Background: an optimization exercise with open tools, aiming at small area and a short achievable clock period. Do not read the settings as production practice.
Where RTL was checked, it was by simulation tests only, not by an equivalence proof against the original.
Power figures rest on the tool's default switching activity, not on a simulated workload.

Setup of job 105:
==> flow/design.v <==
package lsu_pkg;
    localparam int xlen = 32;
    localparam int mask_bits = 4;
    localparam int rob_id_bits = 4;
    localparam int pr_bits = 6;
    typedef enum logic [2:0] {
        load_f3_lb  = 3'b000,
        load_f3_lh  = 3'b001,
        load_f3_lw  = 3'b010,
        load_f3_lbu = 3'b100,
        load_f3_lhu = 3'b101
    } load_funct3_e;
    typedef union packed {
        logic [xlen-1:0]  word;
        logic [3:0][7:0]  bytes;
        logic [1:0][15:0] halves;
    } load_word_u;
endpackage
`timescale 1ns/1ps
module sb_entry_cmp #(
    parameter int aw = 30
) (
    input  logic [aw-1:0] entry_addr,
    input  logic [aw-1:0] addr,
    output logic [1:0]    eq_part
);
    localparam int lo = aw / 2;
    assign eq_part[0] = (entry_addr[lo-1:0]  == addr[lo-1:0]);
    assign eq_part[1] = (entry_addr[aw-1:lo] == addr[aw-1:lo]);
endmodule
module sb_cover #(
    parameter int sq_depth = 8
) (
    input  logic [sq_depth-1:0][1:0] eq_part,
    input  logic [sq_depth-1:0][3:0] live,
    input  logic [3:0]               load_mask,
    output logic                     fwd_full
);
    logic [3:0] none;    
    always_comb begin
        none = '1;
        for (int i = 0; i < sq_depth; i++)
            none = none & ~(live[i] & {4{eq_part[i][0] & eq_part[i][1]}});
    end
    assign fwd_full = !(|(load_mask & none));
endmodule
`timescale 1ns/1ps
module dcache_arbiter #(
    parameter int aw = 30
) (
    input  logic          load_head,
    input  logic          fwd_full,
    input  logic          busy,
    input  logic          sq_nonempty,
    input  logic [aw-1:0] load_addr,
    input  logic [3:0]    load_mask,
    input  logic [aw-1:0] head_addr,
    input  logic [3:0]    head_mask,
    output logic          load_req,
    output logic [aw-1:0] req_addr,
    output logic [3:0]    rmask,
    output logic [3:0]    wmask
);
    assign load_req = load_head && !fwd_full;
    assign req_addr = (load_addr & {aw{load_req}}) | (head_addr & {aw{!load_req}});
    assign rmask    = (!busy && load_req) ? load_mask : 4'b0000;
    assign wmask    = (!busy && !load_req && sq_nonempty) ? head_mask : 4'b0000;
endmodule
`timescale 1ns/1ps
module load_align #(
    parameter int sq_depth = 8
) (
    input  logic [sq_depth-1:0][1:0]  eq_part,
    input  logic [sq_depth-1:0][3:0]  live,
    input  logic [sq_depth-1:0][31:0] data,
    input  logic [31:0]               cache_rdata,
    input  logic [1:0]                addr_low,
    input  logic [2:0]                funct3,
    output logic [31:0]               result
);
    logic [sq_depth-1:0][3:0]  hit;
    logic [sq_depth-1:0][31:0] hit_data;
    logic [3:0]                any_hit;
    logic [31:0]               fwd_data;
    logic [31:0]               merged;
    for (genvar i = 0; i < sq_depth; i++) begin : g_entry
        assign hit[i] = live[i] & {4{eq_part[i][0] & eq_part[i][1]}};
        for (genvar b = 0; b < 4; b++) begin : g_byte
            assign hit_data[i][8*b +: 8] = data[i][8*b +: 8] & {8{hit[i][b]}};
        end
    end
    always_comb begin
        any_hit  = '0;
        fwd_data = '0;
        for (int i = 0; i < sq_depth; i++) begin
            any_hit  = any_hit | hit[i];
            fwd_data = fwd_data | hit_data[i];
        end
    end
    for (genvar b = 0; b < 4; b++) begin : g_merge
        assign merged[8*b +: 8] = any_hit[b] ? fwd_data[8*b +: 8] : cache_rdata[8*b +: 8];
    end
    logic is_word, is_half, sign_ext;
    logic [1:0] lo_sel;
    logic [7:0] lo_byte, hi_byte;
    assign is_word  = funct3[1];
    assign is_half  = !funct3[1] && funct3[0];
    assign sign_ext = !funct3[2];
    assign lo_sel   = is_word ? 2'b00 : (is_half ? {addr_low[1], 1'b0} : addr_low);
    assign lo_byte  = merged[8*lo_sel +: 8];
    assign hi_byte  = addr_low[1] ? merged[31:24] : merged[15:8];
    logic ext_bit;
    assign ext_bit = sign_ext && (is_half ? hi_byte[7] : lo_byte[7]);
    assign result[7:0]   = lo_byte;
    assign result[15:8]  = is_word ? merged[15:8]  : (is_half ? hi_byte : {8{ext_bit}});
    assign result[31:16] = is_word ? merged[31:16] : {16{ext_bit}};
endmodule
`timescale 1ns/1ps
module store_buffer #(
    parameter int sq_depth = 8
) (
    input  logic                            clk,
    input  logic                            rst,
    input  logic                            rob_flush,
    input  logic                            lsq_valid,
    input  logic                            lsq_ready,
    input  logic                            lsq_is_load,
    input  logic [lsu_pkg::xlen-1:0]        lsq_addr,
    input  logic [lsu_pkg::mask_bits-1:0]   lsq_mask,
    input  logic [lsu_pkg::xlen-1:0]        lsq_wdata,
    input  lsu_pkg::load_funct3_e           lsq_funct3,
    input  logic [lsu_pkg::rob_id_bits-1:0] lsq_rob_id,
    input  logic [lsu_pkg::pr_bits-1:0]     lsq_pr_dest,
    input  logic [lsu_pkg::rob_id_bits-1:0] rob_head_id,
    output logic                            lsq_dequeue,
    output logic [lsu_pkg::xlen-1:0]        dcache_addr,
    output logic [lsu_pkg::mask_bits-1:0]   dcache_rmask,
    output logic [lsu_pkg::mask_bits-1:0]   dcache_wmask,
    output logic [lsu_pkg::xlen-1:0]        dcache_wdata,
    input  logic [lsu_pkg::xlen-1:0]        dcache_rdata,
    input  logic                            dcache_resp,
    output logic                            cdb_valid,
    output logic [lsu_pkg::rob_id_bits-1:0] cdb_rob_id,
    output logic [lsu_pkg::pr_bits-1:0]     cdb_pr_dest,
    output logic [lsu_pkg::xlen-1:0]        cdb_result,
    output logic                            store_done
);
    localparam int aw       = lsu_pkg::xlen - 2;
    logic [sq_depth-1:0][aw-1:0] q_addr;
    logic [sq_depth-1:0][3:0]    q_mask;
    logic [sq_depth-1:0][31:0]   q_data;
    logic [sq_depth-1:0][3:0]    q_live;
    logic [sq_depth-1:0]         q_valid;    
    logic [sq_depth-1:0]         head_oh;    
    logic busy;         
    logic busy_load;    
    logic stale;        
    logic sq_full, sq_nonempty;
    assign sq_full     = q_valid[sq_depth-1];
    assign sq_nonempty = q_valid[0];
    assign head_oh     = q_valid & ~(q_valid >> 1);
    logic head_ok, is_store, store_accept, load_head;
    assign head_ok      = lsq_valid && lsq_ready;
    assign is_store     = head_ok && !lsq_is_load;
    assign load_head    = head_ok && lsq_is_load;
    assign store_accept = is_store && (lsq_rob_id == rob_head_id) && !sq_full;
    logic [sq_depth-1:0][1:0] eq_part;
    logic [sq_depth-1:0][3:0] vlive;
    logic [sq_depth-1:0][3:0] hit;
    logic                     fwd_full;
    for (genvar i = 0; i < sq_depth; i++) begin : g_entry
        sb_entry_cmp #(.aw(aw)) i_cmp (
            .entry_addr (q_addr[i]),
            .addr       (lsq_addr[lsu_pkg::xlen-1:2]),
            .eq_part    (eq_part[i])
        );
        assign vlive[i] = q_live[i] & {4{q_valid[i]}};
        assign hit[i]   = q_live[i] & {4{eq_part[i][0] & eq_part[i][1]}};
    end
    sb_cover #(.sq_depth(sq_depth)) i_cover (
        .eq_part   (eq_part),
        .live      (vlive),
        .load_mask (lsq_mask),
        .fwd_full  (fwd_full)
    );
    logic load_req, issue_load, issue_store, resp_ok;
    logic [aw-1:0] req_addr;
    assign issue_load  = !busy && load_req;
    assign issue_store = !busy && !load_req && sq_nonempty;
    assign resp_ok     = busy && dcache_resp && !stale;
    logic sq_pop;
    assign sq_pop = resp_ok && !busy_load;
    always_ff @(posedge clk) begin
        if (rst) begin
            busy <= 1'b0;
        end else if (!busy) begin
            busy <= issue_load || issue_store;
        end else if (dcache_resp) begin
            busy <= 1'b0;
        end
    end
    always_ff @(posedge clk) begin
        if (!busy) busy_load <= load_req;
    end
    always_ff @(posedge clk) begin
        if (rst) begin
            stale <= 1'b0;
        end else if (rob_flush) begin
            stale <= 1'b1;
        end else if (dcache_resp) begin
            stale <= 1'b0;
        end
    end
    logic [aw-1:0] head_addr;
    logic [3:0]    head_mask;
    logic [31:0]   head_data;
    always_comb begin
        head_addr = '0;
        head_mask = '0;
        head_data = '0;
        for (int i = 0; i < sq_depth; i++) begin
            if (head_oh[i]) begin
                head_addr = head_addr | q_addr[i];
                head_mask = head_mask | q_mask[i];
                head_data = head_data | q_data[i];
            end
        end
    end
    dcache_arbiter #(.aw(aw)) i_arb (
        .load_head   (load_head),
        .fwd_full    (fwd_full),
        .busy        (busy),
        .sq_nonempty (sq_nonempty),
        .load_addr   (lsq_addr[lsu_pkg::xlen-1:2]),
        .load_mask   (lsq_mask),
        .head_addr   (head_addr),
        .head_mask   (head_mask),
        .load_req    (load_req),
        .req_addr    (req_addr),
        .rmask       (dcache_rmask),
        .wmask       (dcache_wmask)
    );
    assign dcache_addr  = {req_addr, 2'b00};
    assign dcache_wdata = head_data;
    always_ff @(posedge clk) begin
        if (rst) begin
            q_valid <= '0;
        end else begin
            case ({store_accept, sq_pop})
                2'b10:   q_valid <= {q_valid[sq_depth-2:0], 1'b1};
                2'b01:   q_valid <= q_valid >> 1;
                default: q_valid <= q_valid;
            endcase
        end
    end
    always_ff @(posedge clk) begin
        if (store_accept) begin
            q_addr[0] <= lsq_addr[lsu_pkg::xlen-1:2];
            q_mask[0] <= lsq_mask;
            q_data[0] <= lsq_wdata;
            q_live[0] <= lsq_mask;
            for (int i = 1; i < sq_depth; i++) begin
                q_addr[i] <= q_addr[i-1];
                q_mask[i] <= q_mask[i-1];
                q_data[i] <= q_data[i-1];
                q_live[i] <= q_live[i-1] & ~(hit[i-1] & lsq_mask);
            end
        end
    end
    load_align #(.sq_depth(sq_depth)) i_align (
        .eq_part     (eq_part),
        .live        (vlive),
        .data        (q_data),
        .cache_rdata (dcache_rdata),
        .addr_low    (lsq_addr[1:0]),
        .funct3      (lsq_funct3),
        .result      (cdb_result)
    );
    assign cdb_valid   = (load_head && fwd_full) || (resp_ok && busy_load);
    assign cdb_rob_id  = lsq_rob_id;
    assign cdb_pr_dest = lsq_pr_dest;
    assign store_done  = store_accept;
    assign lsq_dequeue = store_accept || cdb_valid;
endmodule
==> flow/config.mk <==
export PLATFORM = sky130hd
export DESIGN_NAME = store_buffer
export DESIGN_NICKNAME = store_buffer
export VERILOG_FILES = /design/flow/design.v
export SDC_FILE = /design/flow/constraint.sdc
export NUM_CORES = 4
export LEC_CHECK = 0
export CAP_MARGIN = 20
export CORE_MARGIN = 2
export CORE_UTILIZATION = 35
export CTS_BUF_LIST = sky130_fd_sc_hd__clkbuf_16
export CTS_CLUSTER_DIAMETER = 100
export CTS_CLUSTER_SIZE = 30
export PLACE_DENSITY = 0.5
export SETUP_SLACK_MARGIN = 5
export SLEW_MARGIN = 20
export SYNTH_HIERARCHICAL = 1
==> flow/constraint.sdc <==
create_clock -name core_clock -period 10.0 [get_ports {clk}]
set_input_delay 2.0000 -clock core_clock [delete_from_list [all_inputs] [get_ports {clk}]]
set_output_delay 2.0000 -clock core_clock [all_outputs]
set_load 0.01 [all_outputs]
run.sh (not shown) runs the stock make flow with config.mk's settings and CLKGATE_MAP_FILE= SYNTH_SCRIPT=/design/flow/synth_recipe.tcl, a recipe that flattens the netlist after the stock synthesis.
Edits applied to the flow inputs when going from job 105 to job 102:
-- flow/design.v --
<<< job 105, line 18
endpackage
`timescale 1ns/1ps
module sb_entry_cmp #(
    parameter int aw = 30
) (
    input  logic [aw-1:0] entry_addr,
    input  logic [aw-1:0] addr,
    output logic [1:0]    eq_part
);
    localparam int lo = aw / 2;
    assign eq_part[0] = (entry_addr[lo-1:0]  == addr[lo-1:0]);
    assign eq_part[1] = (entry_addr[aw-1:lo] == addr[aw-1:lo]);
endmodule
module sb_cover #(
    parameter int sq_depth = 8
) (
    input  logic [sq_depth-1:0][1:0] eq_part,
    input  logic [sq_depth-1:0][3:0] live,
    input  logic [3:0]               load_mask,
    output logic                     fwd_full
);
    logic [3:0] none;    
    always_comb begin
        none = '1;
        for (int i = 0; i < sq_depth; i++)
            none = none & ~(live[i] & {4{eq_part[i][0] & eq_part[i][1]}});
    end
    assign fwd_full = !(|(load_mask & none));
endmodule
`timescale 1ns/1ps
>>> job 102, line 18
endpackage
`timescale 1ns/1ps
module sb_word_eq #(
    parameter int aw = 30
) (
    input  logic [aw-1:0] a,
    input  logic [aw-1:0] b,
    output logic          eq
);
    assign eq = (a == b);
endmodule
module sb_cover #(
    parameter int sq_depth = 8
) (
    input  logic [sq_depth-1:0]      match,
    input  logic [sq_depth-1:0][3:0] live,
    input  logic [3:0]               load_mask,
    output logic [3:0]               any_hit,
    output logic                     fwd_full
);
    always_comb begin
        any_hit = '0;
        for (int i = 0; i < sq_depth; i++)
            any_hit = any_hit | (live[i] & {4{match[i]}});
    end
    assign fwd_full = &(any_hit | ~load_mask);
endmodule
`timescale 1ns/1ps
<<< job 105, line 63
);
    assign load_req = load_head && !fwd_full;
    assign req_addr = (load_addr & {aw{load_req}}) | (head_addr & {aw{!load_req}});
    assign rmask    = (!busy && load_req) ? load_mask : 4'b0000;
    assign wmask    = (!busy && !load_req && sq_nonempty) ? head_mask : 4'b0000;
>>> job 102, line 61
);
    assign load_req = load_head && !fwd_full;
    assign req_addr = load_req ? load_addr : head_addr;
    assign rmask    = (!busy && load_req) ? load_mask : 4'b0000;
    assign wmask    = (!busy && !load_req && sq_nonempty) ? head_mask : 4'b0000;
<<< job 105, line 71
    parameter int sq_depth = 8
) (
    input  logic [sq_depth-1:0][1:0]  eq_part,
    input  logic [sq_depth-1:0][3:0]  live,
    input  logic [sq_depth-1:0][31:0] data,
>>> job 102, line 69
    parameter int sq_depth = 8
) (
    input  logic [sq_depth-1:0]       match,
    input  logic [sq_depth-1:0][3:0]  live,
    input  logic [sq_depth-1:0][31:0] data,
<<< job 105, line 85
    logic [31:0]               merged;
    for (genvar i = 0; i < sq_depth; i++) begin : g_entry
        assign hit[i] = live[i] & {4{eq_part[i][0] & eq_part[i][1]}};
        for (genvar b = 0; b < 4; b++) begin : g_byte
            assign hit_data[i][8*b +: 8] = data[i][8*b +: 8] & {8{hit[i][b]}};
>>> job 102, line 83
    logic [31:0]               merged;
    for (genvar i = 0; i < sq_depth; i++) begin : g_entry
        assign hit[i] = live[i] & {4{match[i]}};
        for (genvar b = 0; b < 4; b++) begin : g_byte
            assign hit_data[i][8*b +: 8] = data[i][8*b +: 8] & {8{hit[i][b]}};
<<< job 105, line 165
    assign load_head    = head_ok && lsq_is_load;
    assign store_accept = is_store && (lsq_rob_id == rob_head_id) && !sq_full;
    logic [sq_depth-1:0][1:0] eq_part;
    logic [sq_depth-1:0][3:0] vlive;
    logic [sq_depth-1:0][3:0] hit;
    logic                     fwd_full;
    for (genvar i = 0; i < sq_depth; i++) begin : g_entry
        sb_entry_cmp #(.aw(aw)) i_cmp (
            .entry_addr (q_addr[i]),
            .addr       (lsq_addr[lsu_pkg::xlen-1:2]),
            .eq_part    (eq_part[i])
        );
        assign vlive[i] = q_live[i] & {4{q_valid[i]}};
        assign hit[i]   = q_live[i] & {4{eq_part[i][0] & eq_part[i][1]}};
    end
    sb_cover #(.sq_depth(sq_depth)) i_cover (
        .eq_part   (eq_part),
        .live      (vlive),
        .load_mask (lsq_mask),
        .fwd_full  (fwd_full)
    );
>>> job 102, line 163
    assign load_head    = head_ok && lsq_is_load;
    assign store_accept = is_store && (lsq_rob_id == rob_head_id) && !sq_full;
    logic [sq_depth-1:0]      match;
    logic [sq_depth-1:0][3:0] vlive;
    logic [3:0]               any_hit;
    logic                     fwd_full;
    for (genvar i = 0; i < sq_depth; i++) begin : g_match
        sb_word_eq #(.aw(aw)) i_eq (
            .a  (q_addr[i]),
            .b  (lsq_addr[lsu_pkg::xlen-1:2]),
            .eq (match[i])
        );
        assign vlive[i] = q_live[i] & {4{q_valid[i]}};
    end
    sb_cover #(.sq_depth(sq_depth)) i_cover (
        .match     (match),
        .live      (vlive),
        .load_mask (lsq_mask),
        .any_hit   (any_hit),
        .fwd_full  (fwd_full)
    );
<<< job 105, line 264
                q_mask[i] <= q_mask[i-1];
                q_data[i] <= q_data[i-1];
                q_live[i] <= q_live[i-1] & ~(hit[i-1] & lsq_mask);
            end
        end
    end
    load_align #(.sq_depth(sq_depth)) i_align (
        .eq_part     (eq_part),
        .live        (vlive),
        .data        (q_data),
>>> job 102, line 262
                q_mask[i] <= q_mask[i-1];
                q_data[i] <= q_data[i-1];
                q_live[i] <= match[i-1] ? (q_live[i-1] & ~lsq_mask) : q_live[i-1];
            end
        end
    end
    load_align #(.sq_depth(sq_depth)) i_align (
        .match       (match),
        .live        (vlive),
        .data        (q_data),
[summary]
- Job 102 has completed all stages; timing, DRC and antenna checks passed.
- Comparing job 102 against job 105, there is no change at all in number of slew-limit violations in the final report.
- Compared with job 105, in job 102 internal power now smaller, arithmetic-cell share of the synthesized area counting full adders, half adders and majority gates stayed essentially flat, layout multi-input combinational cell count +about 2.3%, area growth from synthesis to layout rose 0.31 points.
- The final reports for job 102 and job 105 show area of the mapped netlist higher in the former.
For job 102, only the layout was checked, not whether the RTL still works.

what the ideal ports hide:
Ports are ideal in the flow. The routed layouts listed here were re-timed in OpenROAD. Step 1 assumes that a clkbuf_16 drives the clock port and a buf_2 every other input. Step 2 adds t to the input delays and takes it off the output delays; t is the mean of the earliest and latest rising clock arrival at the registers after step 1. Input paths then give back, and output paths get back, about the clock's delay inside the block. a / b / c = ideal ports / drivers / drivers and shift; a / b = the first two.
run	t, ns	setup slack, ns	hold WS [ns]	clock arrival spread, ns	worst data-port slew with drivers (ns)
job 105	0.680	2.841 / 2.789 / 2.789	0.456 / 0.456 / 0.456	0.028 / 0.027	0.14
job 102	0.676	2.571 / 2.509 / 2.509	0.465 / 0.465 / 0.465	0.032 / 0.032	0.15
After both steps setup and hold are still met in every run listed. For job 102, which loses most, drivers alone change the setup slack by -0.062 ns; drivers and shift together by -0.062 ns.
